Context: an optimization exercise on an open-source flow, tuned for small area, a short achievable clock period and few clock cycles per item. The choices shown serve that exercise and are no tape-out recipe. Where RTL was checked, it was by simulation tests only, not by an equivalence proof against the original.

==> exp/umber: inputs <==
==> flow/design.v <==
`timescale 1ns/1ns
`default_nettype none
package mdPkg;
  localparam int XLen = 32;
  localparam logic [2:0] opMul    = 3'b000;
  localparam logic [2:0] opMulh   = 3'b001;
  localparam logic [2:0] opMulhsu = 3'b010;
  localparam logic [2:0] opMulhu  = 3'b011;
  localparam logic [2:0] opDiv    = 3'b100;
  localparam logic [2:0] opDivu   = 3'b101;
  localparam logic [2:0] opRem    = 3'b110;
  localparam logic [2:0] opRemu   = 3'b111;
endpackage
`default_nettype wire
`timescale 1ns/1ns
`default_nettype none
import mdPkg::*;
module multDivUnit (
  input  logic        clk,
  input  logic        reset,
  input  logic [2:0]  reqOp,
  input  logic [31:0] reqLOp,
  input  logic [31:0] reqROp,
  input  logic        reqValid,
  output logic        reqCredit,
  output logic [31:0] respResult,
  output logic        respDivByZero,
  output logic        respDivOverflow,
  output logic        respValid,
  input  logic        respCredit
);
  localparam logic [2:0] sGrant = 3'd0;   
  localparam logic [2:0] sWait  = 3'd1;   
  localparam logic [2:0] sPrep  = 3'd2;   
  localparam logic [2:0] sMul   = 3'd3;   
  localparam logic [2:0] sDiv   = 3'd4;   
  localparam logic [2:0] sCorr  = 3'd5;   
  localparam logic [2:0] sHold  = 3'd6;   
  localparam logic [2:0] sRfix  = 3'd7;   
  logic [2:0]  state;
  logic [1:0]  respCnt;
  logic [33:0] A;
  logic [34:0] H;
  logic [31:0] Lo;
  logic [4:0]  count;
  logic [5:0]  lzR;
  logic        isRem;
  logic        negR;
  logic        divAdd;
  logic        corr;
  logic        selLo;
  logic        dbz;
  logic        ovf;
  logic        yOne;
  logic        yTwo;
  logic        yInv;
  logic        yCin;
  function automatic logic [5:0] clz32(input logic [31:0] v);
    logic [5:0] n;
    n = 6'd32;
    for (int i = 0; i < 32; i++) begin
      if (v[i]) n = 31 - i;
    end
    clz32 = n;
  endfunction
  function automatic logic [2:0] booth(input logic b1, input logic b0, input logic bm);
    booth = {b0 ^ bm, (b1 & ~b0 & ~bm) | (~b1 & b0 & bm), b1};
  endfunction
  logic        inDiv;
  logic        inSgnDiv;
  logic        inNegL;
  logic        inNegR;
  logic        inSgnR;
  logic        inLZero;
  logic [5:0]  inLzL;
  logic [5:0]  inLzR;
  logic [2:0]  inBooth;
  assign inDiv    = reqOp[2];
  assign inSgnDiv = reqOp[2] & ~reqOp[0];
  assign inNegL   = inSgnDiv & reqLOp[31];
  assign inNegR   = inSgnDiv & reqROp[31];
  assign inSgnR   = inDiv ? inSgnDiv : ~reqOp[1];
  assign inLZero  = (reqLOp == 32'd0);
  assign inLzL    = clz32(reqLOp ^ {32{inNegL}});
  assign inLzR    = clz32(reqROp ^ {32{inSgnR & reqROp[31]}});
  assign inBooth  = booth(reqROp[1], reqROp[0], 1'b0);
  logic [2:0]  nextBooth;
  assign nextBooth = booth(Lo[3], Lo[2], Lo[1]);
  logic [1:0] respCntNext;
  logic       avail;
  assign respCntNext = respCnt + {1'b0, respCredit} - {1'b0, respValid};
  assign avail       = (respCntNext != 2'd0);
  logic [34:0] aExt;
  logic [34:0] yVal;
  logic [34:0] sum;
  assign aExt = {A[33], A};
  assign yVal = ({35{yOne}} & aExt) | ({35{yTwo}} & {aExt[33:0], 1'b0});
  prefixAdd #(.N(35)) i_add (
    .a   (H),
    .b   (yVal ^ {35{yInv}}),
    .cin (yCin),
    .s   (sum)
  );
  logic [6:0] shAmt;
  logic       skipDiv;
  logic       qBit;
  logic       fixNeed;
  logic       subNext;
  logic       divNegL;
  assign divNegL = divAdd ^ negR;
  assign shAmt   = {2'b0, count} - {1'b0, lzR} + {6'd0, negR};
  assign skipDiv = dbz | shAmt[6];
  assign qBit    = ~(sum[34] ^ negR);
  assign subNext = ~sum[34] ^ divNegL;
  assign fixNeed = isRem ? negR : (divAdd & ~dbz);
  logic skip4;
  logic lastStep;
  assign skip4    = (state == sMul) && (count >= 5'd3) && (lzR > {count, 1'b0} + 6'd2);
  assign lastStep = skip4 ? (count == 5'd3) : (count == 5'd0);
  always_ff @(posedge clk) begin
    if (reset) begin
      state     <= sGrant;
      respCnt   <= 2'd0;
      reqCredit <= 1'b0;
      respValid <= 1'b0;
    end else begin
      respCnt   <= respCntNext;
      reqCredit <= 1'b0;
      respValid <= 1'b0;
      case (state)
        sGrant: begin
          reqCredit <= 1'b1;
          state     <= sWait;
        end
        sWait: begin
          if (reqValid) state <= inDiv ? sPrep : sMul;
        end
        sPrep: begin
          if (!skipDiv) begin
            state <= sDiv;
          end else if (avail) begin
            respValid <= 1'b1;
            state     <= sGrant;
          end else begin
            state <= sHold;
          end
        end
        sMul: begin
          if (lastStep) begin
            if (corr) begin
              state <= sCorr;
            end else if (avail) begin
              respValid <= 1'b1;
              state     <= sGrant;
            end else begin
              state <= sHold;
            end
          end
        end
        sDiv: begin
          if (lastStep) begin
            if (isRem && !qBit) begin
              state <= sRfix;
            end else if (fixNeed) begin
              state <= sCorr;
            end else if (avail) begin
              respValid <= 1'b1;
              state     <= sGrant;
            end else begin
              state <= sHold;
            end
          end
        end
        sRfix: begin
          if (negR) begin
            state <= sCorr;
          end else if (avail) begin
            respValid <= 1'b1;
            state     <= sGrant;
          end else begin
            state <= sHold;
          end
        end
        default: begin   
          if (avail) begin
            respValid <= 1'b1;
            state     <= sGrant;
          end else begin
            state <= sHold;
          end
        end
      endcase
    end
  end
  always_ff @(posedge clk) begin
    case (state)
      sWait: begin
        if (reqValid) begin
          A      <= {{2{reqLOp[31] & (inNegL | reqOp == opMulh | reqOp == opMulhsu)}}, reqLOp};
          H      <= {{3{inNegR}}, reqROp} & {35{inDiv}};
          Lo     <= reqROp;
          count  <= inDiv ? ((inLzL == 6'd32) ? 5'd31 : inLzL[4:0]) : 5'd15;
          lzR    <= inLzR;
          isRem  <= reqOp[1];
          negR   <= inNegR;
          divAdd <= inNegL ^ inNegR;
          corr   <= ~reqOp[2] & reqOp[1] & reqROp[31];
          selLo  <= (reqOp == opMul) | (reqOp[2:1] == 2'b10);
          dbz    <= inDiv & inLZero;
          ovf    <= inSgnDiv & (reqLOp == 32'hffff_ffff) & (reqROp == 32'h8000_0000);
          {yOne, yTwo, yInv} <= inDiv ? 3'b001 : inBooth;
          yCin   <= ~inDiv & inBooth[0];
        end
      end
      sPrep: begin
        Lo    <= {32{dbz}};
        A     <= A << shAmt[4:0];
        count <= shAmt[4:0];
        if (negR && !skipDiv) H <= sum;
        {yOne, yTwo, yInv, yCin} <= {1'b1, 1'b0, ~divAdd, ~divAdd};
      end
      sMul: begin
        if (skip4) begin
          H     <= {{8{H[34]}}, H[34:8]};
          Lo    <= {H[7:0], Lo[31:8]};
          count <= count - 5'd4;
        end else begin
          H     <= {{2{sum[34]}}, sum[34:2]};
          Lo    <= {sum[1:0], Lo[31:2]};
          count <= count - 5'd1;
        end
        if (lastStep) begin
          {yOne, yTwo, yInv, yCin} <= 4'b1000;
        end else if (skip4) begin
          {yOne, yTwo, yInv, yCin} <= 4'b0000;
        end else begin
          {yOne, yTwo, yInv} <= nextBooth;
          yCin               <= Lo[3];
        end
      end
      sDiv: begin
        Lo    <= {Lo[30:0], qBit};
        count <= count - 5'd1;
        if (lastStep) begin
          if (!isRem) begin
            A <= {2'b0, Lo[30:0], qBit};
            H <= '0;
            if (fixNeed) selLo <= 1'b0;
            {yOne, yTwo, yInv, yCin} <= 4'b1011;
          end else begin
            H <= sum;
            if (qBit) begin
              {yOne, yTwo, yInv, yCin} <= 4'b0001;
            end else begin
              {yOne, yTwo, yInv, yCin} <= {1'b1, 1'b0, subNext, subNext};
            end
          end
        end else begin
          A <= {A[33], A[33:1]};
          H <= sum;
          {yOne, yTwo, yInv, yCin} <= {1'b1, 1'b0, subNext, subNext};
        end
      end
      sRfix: begin
        H <= sum;
        {yOne, yTwo, yInv, yCin} <= 4'b0001;
      end
      sCorr: begin
        H <= sum;
      end
      default: begin
      end
    endcase
  end
  assign respResult      = selLo ? Lo : H[31:0];
  assign respDivByZero   = dbz;
  assign respDivOverflow = ovf;
endmodule
module prefixAdd #(
  parameter int N = 35
) (
  input  logic [N-1:0] a,
  input  logic [N-1:0] b,
  input  logic         cin,
  output logic [N-1:0] s
);
  localparam int L = $clog2(N + 1);
  logic [N:0] g [0:L];
  logic [N:0] p [0:L];
  assign g[0] = {a & b, cin};
  assign p[0] = {a ^ b, 1'b0};
  for (genvar l = 1; l <= L; l++) begin : g_level
    for (genvar i = 0; i <= N; i++) begin : g_bit
      if (i >= (1 << (l - 1))) begin : g_merge
        assign g[l][i] = g[l-1][i] | (p[l-1][i] & g[l-1][i - (1 << (l - 1))]);
        assign p[l][i] = p[l-1][i] & p[l-1][i - (1 << (l - 1))];
      end else begin : g_pass
        assign g[l][i] = g[l-1][i];
        assign p[l][i] = p[l-1][i];
      end
    end
  end
  assign s = p[0][N:1] ^ g[L][N-1:0];
endmodule
`default_nettype wire
==> flow/run.sh <==
#!/bin/bash
# synth_recipe.tcl (not shown) runs the flow's synth.tcl, then flattens the netlist and writes it again
# the make line also repeats each setting of config.mk as NAME=value (left out here)
make -C /OpenROAD-flow-scripts/flow DESIGN_CONFIG=/design/flow/config.mk WORK_HOME=/design/flow/orfs CLKGATE_MAP_FILE= SYNTH_SCRIPT=/design/flow/synth_recipe.tcl finish
==> flow/config.mk <==
export PLATFORM = sky130hd
export DESIGN_NAME = multDivUnit
export DESIGN_NICKNAME = multDivUnit
export VERILOG_FILES = /design/flow/design.v
export SDC_FILE = /design/flow/constraint.sdc
export NUM_CORES = 4
export LEC_CHECK = 0
export CAP_MARGIN = 20
export CORE_MARGIN = 2
export CORE_UTILIZATION = 55
export SETUP_SLACK_MARGIN = 2
export SLEW_MARGIN = 20
==> flow/constraint.sdc <==
create_clock -name core_clock -period 6.0 [get_ports {clk}]
set_input_delay 1.2000 -clock core_clock [delete_from_list [all_inputs] [get_ports {clk}]]
set_output_delay 1.2000 -clock core_clock [all_outputs]
set_load 0.01 [all_outputs]
==> inputs of exp/nickel, as changes to exp/umber <==
--- a/flow/design.v
+++ b/flow/design.v
@@ -38,3 +38,2 @@
   localparam logic [2:0] sHold  = 3'd6;   
-  localparam logic [2:0] sRfix  = 3'd7;   
   logic [2:0]  state;
@@ -107,5 +106,2 @@
   logic       fixNeed;
-  logic       subNext;
-  logic       divNegL;
-  assign divNegL = divAdd ^ negR;
   assign shAmt   = {2'b0, count} - {1'b0, lzR} + {6'd0, negR};
@@ -113,3 +109,2 @@
   assign qBit    = ~(sum[34] ^ negR);
-  assign subNext = ~sum[34] ^ divNegL;
   assign fixNeed = isRem ? negR : (divAdd & ~dbz);
@@ -161,5 +156,3 @@
           if (lastStep) begin
-            if (isRem && !qBit) begin
-              state <= sRfix;
-            end else if (fixNeed) begin
+            if (fixNeed) begin
               state <= sCorr;
@@ -171,12 +164,2 @@
             end
-          end
-        end
-        sRfix: begin
-          if (negR) begin
-            state <= sCorr;
-          end else if (avail) begin
-            respValid <= 1'b1;
-            state     <= sGrant;
-          end else begin
-            state <= sHold;
           end
@@ -244,24 +227,14 @@
         if (lastStep) begin
-          if (!isRem) begin
-            A <= {2'b0, Lo[30:0], qBit};
-            H <= '0;
-            if (fixNeed) selLo <= 1'b0;
-            {yOne, yTwo, yInv, yCin} <= 4'b1011;
-          end else begin
+          A <= {2'b0, Lo[30:0], qBit};
+          if (fixNeed && !isRem) begin
+            H     <= '0;
+            selLo <= 1'b0;
+          end else if (qBit) begin
             H <= sum;
-            if (qBit) begin
-              {yOne, yTwo, yInv, yCin} <= 4'b0001;
-            end else begin
-              {yOne, yTwo, yInv, yCin} <= {1'b1, 1'b0, subNext, subNext};
-            end
-          end
+          end
+          {yOne, yTwo, yInv, yCin} <= {~isRem, 1'b0, ~isRem, 1'b1};
         end else begin
           A <= {A[33], A[33:1]};
-          H <= sum;
-          {yOne, yTwo, yInv, yCin} <= {1'b1, 1'b0, subNext, subNext};
-        end
-      end
-      sRfix: begin
-        H <= sum;
-        {yOne, yTwo, yInv, yCin} <= 4'b0001;
+          if (qBit) H <= sum;
+        end
       end
- CORE_UTILIZATION: 55 -> 40
- SETUP_SLACK_MARGIN: 2 -> 3
==> inputs of exp/xenon, as changes to exp/umber <==
- CORE_UTILIZATION: 55 -> 40
==> inputs of exp/sierra, as changes to exp/umber <==
--- a/flow/design.v
+++ b/flow/design.v
@@ -38,3 +38,2 @@
   localparam logic [2:0] sHold  = 3'd6;   
-  localparam logic [2:0] sRfix  = 3'd7;   
   logic [2:0]  state;
@@ -72,3 +71,2 @@
   logic        inNegR;
-  logic        inSgnR;
   logic        inLZero;
@@ -81,6 +79,5 @@
   assign inNegR   = inSgnDiv & reqROp[31];
-  assign inSgnR   = inDiv ? inSgnDiv : ~reqOp[1];
   assign inLZero  = (reqLOp == 32'd0);
   assign inLzL    = clz32(reqLOp ^ {32{inNegL}});
-  assign inLzR    = clz32(reqROp ^ {32{inSgnR & reqROp[31]}});
+  assign inLzR    = clz32(reqROp ^ {32{inNegR}});
   assign inBooth  = booth(reqROp[1], reqROp[0], 1'b0);
@@ -107,5 +104,2 @@
   logic       fixNeed;
-  logic       subNext;
-  logic       divNegL;
-  assign divNegL = divAdd ^ negR;
   assign shAmt   = {2'b0, count} - {1'b0, lzR} + {6'd0, negR};
@@ -113,8 +107,5 @@
   assign qBit    = ~(sum[34] ^ negR);
-  assign subNext = ~sum[34] ^ divNegL;
   assign fixNeed = isRem ? negR : (divAdd & ~dbz);
-  logic skip4;
   logic lastStep;
-  assign skip4    = (state == sMul) && (count >= 5'd3) && (lzR > {count, 1'b0} + 6'd2);
-  assign lastStep = skip4 ? (count == 5'd3) : (count == 5'd0);
+  assign lastStep = (count == 5'd0);
   always_ff @(posedge clk) begin
@@ -161,5 +152,3 @@
           if (lastStep) begin
-            if (isRem && !qBit) begin
-              state <= sRfix;
-            end else if (fixNeed) begin
+            if (fixNeed) begin
               state <= sCorr;
@@ -171,12 +160,2 @@
             end
-          end
-        end
-        sRfix: begin
-          if (negR) begin
-            state <= sCorr;
-          end else if (avail) begin
-            respValid <= 1'b1;
-            state     <= sGrant;
-          end else begin
-            state <= sHold;
           end
@@ -222,15 +201,7 @@
       sMul: begin
-        if (skip4) begin
-          H     <= {{8{H[34]}}, H[34:8]};
-          Lo    <= {H[7:0], Lo[31:8]};
-          count <= count - 5'd4;
-        end else begin
-          H     <= {{2{sum[34]}}, sum[34:2]};
-          Lo    <= {sum[1:0], Lo[31:2]};
-          count <= count - 5'd1;
-        end
+        H     <= {{2{sum[34]}}, sum[34:2]};
+        Lo    <= {sum[1:0], Lo[31:2]};
+        count <= count - 5'd1;
         if (lastStep) begin
           {yOne, yTwo, yInv, yCin} <= 4'b1000;
-        end else if (skip4) begin
-          {yOne, yTwo, yInv, yCin} <= 4'b0000;
         end else begin
@@ -244,24 +215,14 @@
         if (lastStep) begin
-          if (!isRem) begin
-            A <= {2'b0, Lo[30:0], qBit};
-            H <= '0;
-            if (fixNeed) selLo <= 1'b0;
-            {yOne, yTwo, yInv, yCin} <= 4'b1011;
-          end else begin
+          A <= {2'b0, Lo[30:0], qBit};
+          if (fixNeed && !isRem) begin
+            H     <= '0;
+            selLo <= 1'b0;
+          end else if (qBit) begin
             H <= sum;
-            if (qBit) begin
-              {yOne, yTwo, yInv, yCin} <= 4'b0001;
-            end else begin
-              {yOne, yTwo, yInv, yCin} <= {1'b1, 1'b0, subNext, subNext};
-            end
-          end
+          end
+          {yOne, yTwo, yInv, yCin} <= {~isRem, 1'b0, ~isRem, 1'b1};
         end else begin
           A <= {A[33], A[33:1]};
-          H <= sum;
-          {yOne, yTwo, yInv, yCin} <= {1'b1, 1'b0, subNext, subNext};
-        end
-      end
-      sRfix: begin
-        H <= sum;
-        {yOne, yTwo, yInv, yCin} <= 4'b0001;
+          if (qBit) H <= sum;
+        end
       end
- CORE_UTILIZATION: 55 -> 40
- SETUP_SLACK_MARGIN: 2 -> default
==> qor summary <==
metric                                                                                    exp/nickel               exp/sierra                exp/umber                exp/xenon
Status                                                                       complete, no violations  complete, no violations  complete, no violations  complete, no violations
Proportion of cell area occupied by multi-input gates                                         0.5627                   0.5815                   0.5881                   0.5873
DRC marker count from the first detailed-route iteration                                       2,614                    1,897                    2,758                    2,134
Largest stage delay on the critical path                                                     0.40 ns                  0.82 ns                  0.58 ns                  0.47 ns
Maximum achievable frequency                                                               249.8 MHz                191.5 MHz                245.0 MHz                246.9 MHz
Required arrival time at the worst endpoint                                                  6.20 ns                  6.18 ns                  6.16 ns                  6.19 ns
Post-Synthesis Net Count                                                                       1,879                    1,795                    1,840                    1,840
Number of cells on the worst reg-to-reg path                                                      17                       15                       15                       16
WP depth                                                                                          17                       15                       15                       16
Die Span X                                                                                  192.3 µm                 187.6 µm                 161.8 µm                 189.0 µm
Non-clock inverter count in the final layout                                                      53                       42                       44                       44
Maximum number of pins on one net before global-route repair                                      45                       45                       73                       73
Cells after DPL                                                                                2,205                    2,137                    2,040                    2,165
Slowest library cell on the worst path                                                      edfxtp_1                 edfxtp_1                 a222oi_1                 edfxtp_1
Number of nets in the layout                                                                   2,091                    1,829                    1,894                    1,895
Clock edge transition at the registers on the reported setup and hold paths                  0.06 ns                  0.06 ns                  0.07 ns                  0.07 ns
Post-placement setup slack                                                                  1.378 ns                0.9148 ns                 1.125 ns                 1.249 ns
Testbench counts of exp/umber, summed over its fixed seeds: cycles 43,250, ops 3,200.
Testbench counts of exp/xenon, summed over its fixed seeds: cycles 43,250, ops 3,200.
For exp/nickel and exp/sierra, only the layout was checked, not whether the RTL still works.

-- static timing again, ports no longer ideal --
The flow's constraints put no driver on any port. The routed layouts listed below were extracted and timed again, unchanged, in two steps. Step 1 assumes that a clkbuf_16 drives the clock port and a buf_2 every other input. Step 2 adds t to the input delays and takes it off the output delays; t is the mean of the earliest and latest rising clock arrival at the registers after step 1. Input paths then give back, and output paths get back, about the clock's delay inside the block. Three values: ideal ports, drivers, drivers and shift; two values: the first two.
| run | t (ns) | setup WS [ns] | worst setup path at the end | clock arrival spread, ns | worst register clock-pin slew, ns |
|---|---|---|---|---|---|
| exp/umber | 0.486 | 1.918 / 1.918 / 1.675 | input to register | 0.014 / 0.015 | 0.07 / 0.07 |
| exp/nickel | 0.499 | 1.997 / 1.997 / 1.997 | register to register | 0.015 / 0.015 | 0.07 / 0.07 |
| exp/xenon | 0.495 | 1.950 / 1.950 / 1.703 | input to register | 0.015 / 0.015 | 0.07 / 0.07 |
| exp/sierra | 0.495 | 0.778 / 0.778 / 0.778 | register to register | 0.008 / 0.008 | 0.07 / 0.07 |
After both steps setup and hold are still met in every run listed. For exp/xenon, which loses most, drivers alone change the setup slack by 0.000 ns; drivers and shift together by -0.247 ns.
